This design comes from an exercise in tuning for small area, a short achievable clock period and few clock cycles on the open sky130 flow, not from production work. Where RTL was checked, it was by simulation tests only, not by an equivalence proof against the original. No activity file was given, so power comes from the tool's default toggle rates.

==> flow/design.v (excerpt) <==
module chip8_cpu (
    input  logic        clk,
    input  logic        reset_i,
    output logic        mem_rd_valid_o,
    output logic [11:0] mem_rd_addr_o,
    input  logic        mem_rd_ready_i,
    input  logic [7:0]  mem_rd_data_i,
    output logic        mem_wr_valid_o,
    output logic [19:0] mem_wr_o,
    input  logic        mem_wr_ready_i
);
Size in the first run: about 440 flip-flops, about 46 I/O pins, about 22,000 sq um of cells after synthesis.
export LEC_CHECK = 0
export ABC_AREA = 1
export CAP_MARGIN = 20
export CORE_MARGIN = 2
export CORE_UTILIZATION = 40
export CTS_BUF_LIST = sky130_fd_sc_hd__clkbuf_16
export CTS_CLUSTER_DIAMETER = 120
export CTS_CLUSTER_SIZE = 24
export PLACE_DENSITY = 0.6
export SETUP_SLACK_MARGIN = 4.2
export SLEW_MARGIN = 20
export TNS_END_PERCENT = 0
create_clock -name core_clock -period 7.0 [get_ports {clk}]
standard.sh (not shown) runs the stock make flow with config.mk's settings and CLKGATE_MAP_FILE= SYNTH_SCRIPT=/design/flow/synth_recipe.tcl, a recipe that flattens the netlist after the stock synthesis.
==> flow/flow/run.sh <==
#!/bin/bash
# The standard layout, except that the port buffers are plain buffers
# (buf_4) instead of the delay cell buffer_ports picks by default.
set -euo pipefail
bash standard.sh 'BUFFER_PORTS_ARGS=-buffer_cell sky130_fd_sc_hd__buf_4' finish > standard_flow.log 2>&1
Testbench counts at the start, summed over its fixed seeds: cycles 56,560.
Change:
SETUP_SLACK_MARGIN = 4.3   (was 4.2)
TNS_END_PERCENT = default   (was 0)
=> The changed run completed with no timing, DRC or antenna violations; final area increases by about 5%; die area does not change; routed wire length increases by about 6%; power increases by about 2.7%; final cell count increases by 2.4%; worst setup slack improved by 0.32 ns; count of clock-buffer cells in the layout increases by 1; hold slack is about the same; synthesized area stays the same; utilization increases by 2.3 points; first-iteration DRC count decreases by about 0.5%.
Change:
SETUP_SLACK_MARGIN = 4.2   (was 4.3)
TNS_END_PERCENT = 20   (was default)
Result:
- area after synthesis does not change
- worst setup slack loses 0.22 ns
- via count drops by 2.2%
- final cell count drops by 1.2%
- die area is unchanged
- global-route usage drops by 0.64 points
- fmax drops by 7.5%
- sequential cell count does not change
- synthesized cell count is unchanged
- hold slack loses 0.0065 ns
Change:
TNS_END_PERCENT = default   (was 20)
Power came out higher by 0.49%.
Utilization came out lower by 0.26 points.
Setup slack is better by 0.19 ns.
Die area is unchanged.
Clock-buffer cell count does not change.
Wire length is higher by 1.1%.
Via count is higher by 0.45%.
Sequential share of layout area increases by 0.30 points.
Final cell count goes down by 0.58%.
Global-route usage goes up by 0.54 points.

* * *

job 102:
chip8_cpu, a different RTL version from the one above (not shown whole).
Size in the first run: about 2400 cells after synthesis, about 440 flip-flops, about 46 I/O pins.
Settings: LEC_CHECK=0, ABC_AREA=1, CAP_MARGIN=20, CORE_MARGIN=2, CORE_UTILIZATION=40, PLACE_DENSITY=0.6, SETUP_SLACK_MARGIN=4.0, SLEW_MARGIN=20; clock period 7.0 ns.
run.sh (not shown) runs the stock make flow with config.mk's settings and CLKGATE_MAP_FILE= SYNTH_SCRIPT=/design/flow/synth_recipe.tcl, a recipe that flattens the netlist after the stock synthesis.
Stock flow here: none of the scripts above is used.
Job 102: all stages complete, timing, DRC and antenna checks passed
What job 104 does differently from job 102 at the input level:
--- a/flow/config.mk
+++ b/flow/config.mk
@@ -11,4 +11,4 @@
 export CORE_UTILIZATION = 40
 export PLACE_DENSITY = 0.6
-export SETUP_SLACK_MARGIN = 4.0
+export SETUP_SLACK_MARGIN = 3.3
 export SLEW_MARGIN = 20
--- outcome ---
- Job 102 → job 104: met3 wire length lost 2100 um, maximum frequency down 28 MHz, number of buffers between clock root and the deepest sink held.
Function was not checked in any run of this note: the RTL went through the layout flow alone.

* * *

== JK ==
The RTL this note starts from:
==> flow/design.v <==
`timescale 1ns/1ns
module chip8_cpu (
    input  logic        clk,
    input  logic        reset_i,
    output logic        mem_rd_valid_o,
    output logic [11:0] mem_rd_addr_o,
    input  logic        mem_rd_ready_i,
    input  logic [7:0]  mem_rd_data_i,
    output logic        mem_wr_valid_o,
    output logic [19:0] mem_wr_o,
    input  logic        mem_wr_ready_i
);
    logic [11:0] ra_q;
    logic        rv_q;
    logic [7:0]  hb_q;
    logic        hb_vy_q;          
    logic [11:1] st_q [0:15];
    logic [3:0]  sp_q;             
    logic        irv_q;
    logic [11:0] ir_q;
    logic [7:0]  ox_q, oy_q;       
    logic        d_wx, d_wf;       
    logic [2:0]  d_rs;             
    logic        d_subx;
    logic        d_skip, d_skne;
    logic        d_jv0, d_ldi, d_addi, d_bcd, d_blk;
    logic [7:0]  v_q [0:15];
    logic [11:0] i_q;
    logic        wv_q;
    logic [11:0] wa_q;
    logic [7:0]  wd_q;
    logic        blk_q;            
    logic        pend_q;
    logic [3:0]  idx_q;
    logic [3:0]  last_q;
    logic [1:0]  bh_q;             
    logic [6:0]  bv_q;             
    logic [11:1] ra_inc;
    logic [3:0]  x;
    logic [7:0]  kk;
    logic [11:0] nnn;
    assign x   = ir_q[11:8];
    assign kk  = ir_q[7:0];
    assign nnn = ir_q[11:0];
    logic [9:0] add_s;
    assign add_s = {1'b0, ox_q, 1'b1} + {1'b0, oy_q, d_subx};
    logic [7:0] res;
    logic       flag;
    always_comb begin
        case (d_rs)
            3'd0:    res = ~add_s[8:1];
            3'd1:    res = add_s[8:1];
            3'd2:    res = oy_q;
            3'd3:    res = ox_q | oy_q;
            3'd4:    res = ox_q & oy_q;
            3'd5:    res = ox_q ^ oy_q;
            3'd6:    res = {1'b0, ox_q[7:1]};
            default: res = {ox_q[6:0], 1'b0};
        endcase
        case (d_rs)
            3'd0:    flag = !add_s[9];
            3'd6:    flag = ox_q[0];
            3'd7:    flag = ox_q[7];
            default: flag = add_s[9];
        endcase
    end
    logic skip;
    assign skip = d_skip && ((ox_q == oy_q) ^ d_skne);
    logic issue, out_free;
    logic d_store, hazard, e_hold, e_done, e_redir, e_wr;
    logic [11:1] e_tgt;
    assign d_store = d_bcd || d_blk;
    assign hazard  = pend_q && blk_q &&
                     ((d_wx && (x >= idx_q) && (x <= last_q)) || (d_wf && (last_q == 4'hF)));
    assign e_hold  = (d_store && (pend_q || !out_free)) || hazard;
    assign e_done  = irv_q && !e_hold;
    assign e_redir = irv_q && (skip || d_jv0);
    assign e_wr    = irv_q && !hazard;
    logic [12:0] i_sum;
    assign i_sum = {i_q, 1'b1} + {4'd0, ox_q, d_blk};
    always_comb begin
        if (d_skip) e_tgt = ra_inc;
        else        e_tgt = nnn[11:1] + {4'd0, v_q[0][7:1]} + {10'd0, nnn[0] & v_q[0][0]};
    end
    always_ff @(posedge clk) begin
        if (e_wr && d_wx) v_q[x] <= res;
        if (e_wr && d_wf) v_q[15] <= {7'd0, flag};
    end
    always_ff @(posedge clk) begin
        if (reset_i)
            i_q <= 12'd0;
        else if (irv_q && d_ldi)
            i_q <= nnn;
        else if ((irv_q && d_addi) || (issue && d_blk))
            i_q <= i_sum[12:1];
    end
    logic [7:0] lb;
    logic [3:0] op, n;
    assign lb = mem_rd_data_i;
    assign op = hb_q[7:4];
    assign n  = lb[3:0];
    logic lo_call, lo_jump, lo_ret;
    assign lo_call = (op == 4'h2);
    assign lo_jump = (op == 4'h1) || lo_call;
    assign lo_ret  = (hb_q == 8'h00) && (lb == 8'hEE);
    assign ra_inc  = ra_q[11:1] + 11'd1;
    logic lo_ok, lo_may, lo_fire, hi_fire;
    assign lo_ok   = !irv_q || (!d_wx && !d_wf && !(d_store && (pend_q || !out_free)));
    assign lo_may  = !irv_q || (!d_wx && !d_wf && !(d_store && pend_q));
    assign hi_fire = mem_rd_ready_i && !ra_q[0];
    assign lo_fire = mem_rd_ready_i && ra_q[0] && lo_ok;
    logic       port_fetch;
    logic [7:0] port;
    assign port_fetch = ra_q[0] && lo_may && hb_vy_q;
    assign port       = v_q[port_fetch ? lb[7:4] : idx_q];
    logic       n_wx, n_wf, n_kk, n_subx, n_suby, n_skip, n_skne;
    logic       n_jv0, n_ldi, n_addi, n_bcd, n_blk;
    logic [2:0] n_rs;
    always_comb begin
        n_wx   = 1'b0;
        n_wf   = 1'b0;
        n_rs   = 3'd1;
        n_kk   = (op == 4'h3) || (op == 4'h4) || (op == 4'h6) || (op == 4'h7);
        n_subx = (op == 4'h8) && (n == 4'h7);
        n_suby = (op == 4'h8) && (n == 4'h5);
        n_skip = (op == 4'h3) || (op == 4'h4) ||
                 (((op == 4'h5) || (op == 4'h9)) && (n == 4'h0));
        n_skne = (op == 4'h4) || (op == 4'h9);
        n_jv0  = (op == 4'hB);
        n_ldi  = (op == 4'hA);
        n_addi = (op == 4'hF) && (lb == 8'h1E);
        n_bcd  = (op == 4'hF) && (lb == 8'h33);
        n_blk  = (op == 4'hF) && (lb == 8'h55);
        case (op)
            4'h6: begin n_wx = 1'b1; n_rs = 3'd2; end
            4'h7: begin n_wx = 1'b1; n_rs = 3'd1; end
            4'h8: begin
                n_wx = 1'b1;
                case (n)
                    4'h0: n_rs = 3'd2;
                    4'h1: n_rs = 3'd3;
                    4'h2: n_rs = 3'd4;
                    4'h3: n_rs = 3'd5;
                    4'h4, 4'h7: begin n_rs = 3'd1; n_wf = 1'b1; end
                    4'h5: begin n_rs = 3'd0; n_wf = 1'b1; end
                    4'h6: begin n_rs = 3'd6; n_wf = 1'b1; end
                    4'hE: begin n_rs = 3'd7; n_wf = 1'b1; end
                    default: n_wx = 1'b0;
                endcase
            end
            default: ;
        endcase
    end
    always_ff @(posedge clk) begin
        if (reset_i) begin
            ra_q  <= 12'h200;
            rv_q  <= 1'b0;
            irv_q <= 1'b0;
        end else begin
            rv_q <= 1'b1;
            if (e_redir)
                ra_q <= {e_tgt, 1'b0};
            else if (hi_fire)
                ra_q[0] <= 1'b1;
            else if (lo_fire) begin
                if (lo_jump)
                    ra_q <= {hb_q[3:0], lb[7:1], 1'b0};
                else if (lo_ret)
                    ra_q <= {st_q[sp_q], 1'b0};
                else
                    ra_q <= {ra_inc, 1'b0};
            end
            if (lo_fire)
                irv_q <= 1'b1;
            else if (e_done)
                irv_q <= 1'b0;
        end
    end
    always_ff @(posedge clk) begin
        if (hi_fire) begin
            hb_q    <= lb;
            hb_vy_q <= (lb[7:4] == 4'h5) || (lb[7:4] == 4'h8) || (lb[7:4] == 4'h9);
        end
        if (lo_fire) begin
            ir_q   <= {hb_q[3:0], lb};
            ox_q   <= n_blk ? {4'd0, hb_q[3:0]} :
                      (n_subx || n_suby) ? ~v_q[hb_q[3:0]] :
                      v_q[hb_q[3:0]];
            oy_q   <= n_kk ? lb : port;
            d_wx   <= n_wx;
            d_wf   <= n_wf;
            d_rs   <= n_rs;
            d_subx <= n_subx;
            d_skip <= n_skip;
            d_skne <= n_skne;
            d_jv0  <= n_jv0;
            d_ldi  <= n_ldi;
            d_addi <= n_addi;
            d_bcd  <= n_bcd;
            d_blk  <= n_blk;
        end
    end
    always_ff @(posedge clk) begin
        if (lo_fire && lo_call)
            st_q[sp_q + 4'd1] <= ra_inc;
    end
    always_ff @(posedge clk) begin
        if (reset_i)
            sp_q <= 4'hF;
        else if (lo_fire && lo_call)
            sp_q <= sp_q + 4'd1;
        else if (lo_fire && lo_ret)
            sp_q <= sp_q - 4'd1;
    end
    logic [1:0] hund;
    logic [7:0] rest;
    logic [3:0] tens, ones;
    logic [7:0] gbyte;
    assign hund  = (ox_q >= 8'd200) ? 2'd2 : (ox_q >= 8'd100) ? 2'd1 : 2'd0;
    assign rest  = ox_q - ((ox_q >= 8'd200) ? 8'd200 : (ox_q >= 8'd100) ? 8'd100 : 8'd0);
    assign tens  = bv_q / 7'd10;
    assign ones  = bv_q % 7'd10;
    assign gbyte = blk_q ? port : {4'd0, idx_q[1] ? ones : idx_q[0] ? tens : {2'd0, bh_q}};
    logic w_fire, gen_go;
    assign w_fire   = wv_q && mem_wr_ready_i;
    assign out_free = !wv_q || mem_wr_ready_i;
    assign issue    = irv_q && d_store && !pend_q && out_free;
    assign gen_go   = pend_q && out_free && !(blk_q && port_fetch);
    always_ff @(posedge clk) begin
        if (reset_i) begin
            wv_q   <= 1'b0;
            pend_q <= 1'b0;
        end else if (issue) begin
            wv_q   <= 1'b1;
            pend_q <= d_bcd || (x != 4'h0);
        end else if (gen_go) begin
            wv_q   <= 1'b1;
            pend_q <= (idx_q != last_q);
        end else if (w_fire) begin
            wv_q <= 1'b0;
        end
    end
    always_ff @(posedge clk) begin
        if (issue) begin
            blk_q  <= d_blk;
            last_q <= d_bcd ? 4'd2 : x;
            bh_q   <= hund;
            bv_q   <= rest[6:0];
            wa_q   <= i_q;
            wd_q   <= d_bcd ? {6'd0, hund} : v_q[0];
            idx_q  <= 4'd1;
        end else if (gen_go) begin
            wa_q  <= wa_q + 12'd1;
            wd_q  <= gbyte;
            idx_q <= idx_q + 4'd1;
        end
    end
    assign mem_rd_valid_o = rv_q;
    assign mem_rd_addr_o  = ra_q;
    assign mem_wr_valid_o = wv_q;
    assign mem_wr_o       = {wa_q, wd_q};
endmodule
export LEC_CHECK = 0
export ABC_AREA = 1
export CAP_MARGIN = 20
export CORE_MARGIN = 2
export CORE_UTILIZATION = 40
export CTS_BUF_LIST = sky130_fd_sc_hd__clkbuf_16
export CTS_CLUSTER_DIAMETER = 120
export CTS_CLUSTER_SIZE = 24
export PLACE_DENSITY = 0.52
export SETUP_SLACK_MARGIN = 4.2
export SLEW_MARGIN = 20
create_clock -name core_clock -period 7.0 [get_ports {clk}]
standard.sh (not shown) runs the stock make flow with config.mk's settings and CLKGATE_MAP_FILE= SYNTH_SCRIPT=/design/flow/synth_recipe.tcl, a recipe that flattens the netlist after the stock synthesis.
Scripts as last shown in full above: flow/flow/run.sh
Testbench counts of JK, summed over its fixed seeds: cycles 56,578.
The following lists how MS was set up differently from JK:
diff --git a/flow/config.mk b/flow/config.mk
--- a/flow/config.mk
+++ b/flow/config.mk
@@ -13,3 +13,3 @@
-export CTS_CLUSTER_DIAMETER = 120
-export CTS_CLUSTER_SIZE = 24
-export PLACE_DENSITY = 0.52
+export CTS_CLUSTER_DIAMETER = 90
+export CTS_CLUSTER_SIZE = 18
+export PLACE_DENSITY = 0.6
Findings:
- | part of the total power dissipated in combinational logic | MS vs JK | 1.2 points lower |
- Row switching power of the nets: MS lower / JK higher
- On wire length, the higher figure sits with JK, not MS.
- MS reports its capturing instance or port of the critical path as st_q[1][10] while JK reports v_q[7][4].
- Sort JK and MS by clock-buffer cell count, ascending, and JK comes first.
- Hold slack ends up higher on MS.
The following lists how AL was set up differently from MS:
diff --git a/flow/config.mk b/flow/config.mk
--- a/flow/config.mk
+++ b/flow/config.mk
@@ -13,2 +13,2 @@
-export CTS_CLUSTER_DIAMETER = 90
-export CTS_CLUSTER_SIZE = 18
+export CTS_CLUSTER_DIAMETER = 130
+export CTS_CLUSTER_SIZE = 26
@@ -16 +16 @@
-export SETUP_SLACK_MARGIN = 4.2
+export SETUP_SLACK_MARGIN = 4.25
==> run notes <==
AL ran to completion and came out clean on the timing, design-rule and antenna checks.
Cell area across MS and AL: no real change.
From MS to AL the numbers moved as follows: critical path depth in cells rose by 2; final standard cell count with taps included and fillers excluded dropped 13.
Sort MS and AL by met1 track demand over resource in global routing asc -> top: MS
The following lists how TR was set up differently from AL:
diff --git a/flow/config.mk b/flow/config.mk
--- a/flow/config.mk
+++ b/flow/config.mk
@@ -13,4 +13,4 @@
-export CTS_CLUSTER_DIAMETER = 130
-export CTS_CLUSTER_SIZE = 26
-export PLACE_DENSITY = 0.6
-export SETUP_SLACK_MARGIN = 4.25
+export CTS_CLUSTER_DIAMETER = 120
+export CTS_CLUSTER_SIZE = 24
+export PLACE_DENSITY = 0.45
+export SETUP_SLACK_MARGIN = 4.2
Findings:
- TR went all the way through synthesis, placement and routing and the layout is clean on timing, DRC and antenna.
- Where maximum vdd ir drop is concerned, AL is better than TR.
- Status: sequential fraction of total cell area parity (TR, AL)
- AL ended up with v_q[14][5] as its capturing element of the worst setup path; TR ended up with st_q[7][5].
- AL and TR ended up with nearly the same cell area after layout.
Input-level comparison between PW and TR:
diff --git a/flow/config.mk b/flow/config.mk
--- a/flow/config.mk
+++ b/flow/config.mk
@@ -15,2 +15,2 @@
-export PLACE_DENSITY = 0.45
-export SETUP_SLACK_MARGIN = 4.2
+export PLACE_DENSITY = 0.6
+export SETUP_SLACK_MARGIN = 4.3
- Between PW and TR, it is PW whose final instance area is higher, by 110 µm².
- Taking TR as the reference, in PW maximum achievable frequency moved up; via count +about 1.7%; clock network area share closely matched the old numbers; power now sits at about the same level.
- Compared with TR, PW shows longest individual stage delay on the worst path higher by 170 ps.

-- afterwards: timing with drivers on the ports --
How much do the figures lean on ideal ports? The routed layouts below were timed once more, with nothing changed but the port constraints. Step 1: set_driving_cell puts a clkbuf_16 on clk and a buf_2 on each other input, an assumption about the parent block. Step 2 also shifts input and output timing later by t, the mid clock arrival at the registers, as if the neighbouring blocks saw the same clock. Slacks: no drivers / after step 1 / after step 2; pairs: no drivers / after step 1.
run | t, ns | setup slack, ns | hold slack, ns | worst slew at a driven data input, ns
the first run of note 1 | 0.637 | 3.979 / 3.979 / 3.625 | 0.474 / 0.474 / 0.474 | 0.07
the second run of note 1 | 0.624 | 4.303 / 4.287 / 3.761 | 0.473 / 0.473 / 0.473 | 0.04
the third run of note 1 | 0.631 | 4.085 / 4.085 / 3.573 | 0.467 / 0.467 / 0.467 | 0.06
the fourth run of note 1 | 0.623 | 4.279 / 4.279 / 3.721 | 0.470 / 0.470 / 0.470 | 0.05
job 102 | 0.674 | 3.575 / 3.575 / 3.338 | 0.507 / 0.507 / 0.507 | 0.04
job 104 | 0.663 | 3.206 / 3.206 / 2.940 | 0.530 / 0.530 / 0.530 | 0.04
JK | 0.629 | 4.263 / 4.250 / 3.686 | 0.447 / 0.447 / 0.447 | 0.08
MS | 0.644 | 4.147 / 4.152 / 3.535 | 0.464 / 0.464 / 0.464 | 0.08
AL | 0.635 | 4.146 / 4.146 / 3.680 | 0.454 / 0.454 / 0.454 | 0.07
TR | 0.631 | 4.158 / 4.193 / 3.562 | 0.460 / 0.460 / 0.460 | 0.05
PW | 0.624 | 4.294 / 4.279 / 3.703 | 0.465 / 0.465 / 0.465 | 0.09
After both steps setup and hold are still met in every run listed. For MS, which loses most, drivers alone change the setup slack by +0.005 ns; drivers and shift together by -0.612 ns.
